This design comes from an exercise in tuning for small area, a short achievable clock period and few clock cycles on the open sky130 flow, not from production work.
Function was checked by simulation only, so behaviour that the tests miss may differ from the original.
Power figures rest on the tool's default switching activity, not on a simulated workload.

==> module signed_gadget_decompose, before the edit <==
module signed_gadget_decompose (
	input  logic        clk,
	input  logic        arst_n,
	input  logic        cfg_valid,
	output logic        cfg_ready,
	input  logic [3:0]  cfg_index,
	input  logic [7:0]  cfg_data,
	input  logic        coef_valid,
	output logic        coef_ready,
	input  logic [31:0] coef_coefficient,
	output logic        result_valid,
	input  logic        result_ready,
	output logic signed [15:0] result_digit,
	output logic [2:0]  result_level_index,
	output logic        result_last
);
	logic [3:0]  bm1_q;     
	logic [2:0]  nm1_q;     
	logic        nz_q;      
	logic [31:0] x_q;       
	logic        valid_q;
	logic [2:0]  idx_q;
	logic        zero_q;    
	logic [31:0] kofs;
	logic        last;
	logic        take;
	logic        adv;
	logic        zero_next;
	logic        sgn;
	logic [47:0] wide;
	assign cfg_ready = 1'b1;
	always_ff @(posedge clk or negedge arst_n) begin
		if (!arst_n) begin
			bm1_q <= 4'd9;
			nm1_q <= 3'd1;
			nz_q  <= 1'b0;
		end else if (cfg_valid) begin
			if (cfg_index == sgd_pkg::REG_DIGIT_BITS) begin
				if (cfg_data[4:0] == 5'd0)
					bm1_q <= 4'd0;
				else if (cfg_data[4:0] > 5'd16)
					bm1_q <= 4'd15;
				else
					bm1_q <= 4'(cfg_data[4:0] - 5'd1);
			end else if (cfg_index == sgd_pkg::REG_LEVELS) begin
				nz_q  <= (cfg_data[3:0] == 4'd0);
				nm1_q <= (cfg_data[3:0] > 4'd8) ? 3'd7 : 3'(cfg_data[3:0] - 4'd1);
			end
		end
	end
	always_comb begin
		kofs = '0;
		for (int bv = 1; bv <= 16; bv++) begin
			for (int i = 0; i <= 8; i++) begin
				if (31 - bv * i >= 0) begin
					if (bm1_q == 4'(bv - 1) && (i == 0 || 3'(i - 1) <= nm1_q))
						kofs[31 - bv * i] = 1'b1;
				end
			end
		end
	end
	always_comb begin
		zero_next = 1'b0;
		for (int bv = 5; bv <= 16; bv++) begin
			if (bm1_q == 4'(bv - 1) && idx_q >= 3'(31 / bv))
				zero_next = 1'b1;
		end
	end
	assign last       = (idx_q == nm1_q);
	assign adv        = valid_q && result_ready;
	assign coef_ready = !valid_q || (result_ready && last);
	assign take       = coef_valid && coef_ready;
	assign sgn  = ~x_q[31];
	assign wide = {{16{sgn}}, sgn, x_q[30:0], 1'b0} << bm1_q;
	always_ff @(posedge clk or negedge arst_n) begin
		if (!arst_n) begin
			valid_q <= 1'b0;
			idx_q   <= 3'd0;
		end else if (take) begin
			valid_q <= !nz_q;
			idx_q   <= 3'd0;
		end else if (adv) begin
			if (last)
				valid_q <= 1'b0;
			idx_q <= idx_q + 3'd1;
		end
	end
	always_ff @(posedge clk) begin
		if (take) begin
			x_q    <= coef_coefficient + kofs;
			zero_q <= 1'b0;
		end else if (adv) begin
			x_q    <= wide[31:0];
			zero_q <= zero_next;
		end
	end
	assign result_digit       = zero_q ? 16'sd0 : $signed(wide[47:32]);
	assign result_valid       = valid_q;
	assign result_level_index = idx_q;
	assign result_last        = last;
endmodule
==> flow/config.mk <==
export PLATFORM = sky130hd
export DESIGN_NAME = signed_gadget_decompose
export DESIGN_NICKNAME = signed_gadget_decompose
export VERILOG_FILES = /design/flow/design.v
export SDC_FILE = /design/flow/constraint.sdc
export NUM_CORES = 4
export LEC_CHECK = 0
export ABC_CLOCK_PERIOD_IN_PS = 3500
export CAP_MARGIN = 20
export CORE_MARGIN = 2
export CORE_UTILIZATION = 50
export PLACE_DENSITY = 0.65
export SETUP_SLACK_MARGIN = 3.3
export SLEW_MARGIN = 20
export TNS_END_PERCENT = 5
==> flow/constraint.sdc <==
create_clock -name core_clock -period 7.0 [get_ports {clk}]
set_input_delay 1.4000 -clock core_clock [delete_from_list [all_inputs] [get_ports {clk}]]
set_output_delay 1.4000 -clock core_clock [all_outputs]
set_load 0.01 [all_outputs]
standard.sh (not shown) runs the stock make flow with config.mk's settings and CLKGATE_MAP_FILE= SYNTH_SCRIPT=/design/flow/synth_recipe.tcl, a recipe that flattens the netlist after the stock synthesis.
==> flow/flow/run.sh <==
#!/bin/bash
set -euo pipefail
cd "$(dirname "$0")/.."
export BUFFER_PORTS_ARGS="-buffer_cell sky130_fd_sc_hd__buf_1"
bash standard.sh > standard_make.log 2>&1
Testbench counts at the start, summed over its fixed seeds: cycles 12,728.
Then changed:
--- a/flow/design.v
+++ b/flow/design.v
@@ -40,4 +40,5 @@
 	logic        sgn;
 	logic [47:0] wide;
+	logic [31:0] sum;
 	assign cfg_ready = 1'b1;
 	always_ff @(posedge clk or negedge arst_n) begin
@@ -78,4 +79,22 @@
 		end
 	end
+	always_comb begin
+		logic [31:0] g, pp, gg, pg;
+		g  = coef_coefficient & kofs;
+		pp = coef_coefficient ^ kofs;
+		gg = g;
+		pg = pp;
+		for (int l = 0; l < 5; l++) begin
+			for (int j = 0; j < 32; j++) begin
+				if (((j >> l) & 1) == 1) begin
+					gg[j] = gg[j] | (pg[j] & gg[((j >> l) << l) - 1]);
+					pg[j] = pg[j] & pg[((j >> l) << l) - 1];
+				end
+			end
+		end
+		sum[0] = pp[0];
+		for (int j = 1; j < 32; j++)
+			sum[j] = pp[j] ^ gg[j - 1];
+	end
 	assign last       = (idx_q == nm1_q);
 	assign adv        = valid_q && result_ready;
@@ -99,5 +118,5 @@
 	always_ff @(posedge clk) begin
 		if (take) begin
-			x_q    <= coef_coefficient + kofs;
+			x_q    <= sum;
 			zero_q <= 1'b0;
 		end else if (adv) begin
The changed run ran to the end with no violations.
First-iteration DRC count went up by 58%.
Sequential cell count is unchanged.
Die area drops by about 7%.
Power climbs by 3.1%.
Wire length drops by 12%.
Global-route usage drops by 2.1 points.
Non-clock buffer count is higher by 23.
Cell count shrinks by 9.7%.
Design area went down by 0.42%.
Core utilization went up by 5.0 points.
Clock skew decreases by 0.0052 ns.
Testbench counts after the change, summed over its fixed seeds: cycles 12,728.

-- port drivers added, routing unchanged --
Ports are ideal in the flow. The routed layouts listed here were re-timed in OpenROAD.
Step 1 sets driving cells, clkbuf_16 on the clock port and buf_2 on the other inputs (assumed; they add their load-dependent delay and slew).
Step 2 moves the port delays by t, midway between the first and last clock arrival at a register: inputs arrive t later, outputs are due t later. That takes back most of the time a late clock gives input paths.
Three values: ideal, step 1, step 2; two values: the first two.
run	shift t [ns]	slack for setup (ns)	hold slack, ns	worst register clock-pin slew, ns
the first run	0.328	3.320 / 3.308 / 3.261	0.486 / 0.486 / 0.486	0.07 / 0.07
the second run	0.334	3.251 / 3.222 / 3.275	0.527 / 0.527 / 0.527	0.09 / 0.09
After both steps setup and hold are still met in every run listed. The setup slack of the first run, which loses most, moves by -0.012 ns with the drivers and by -0.059 ns with both steps.
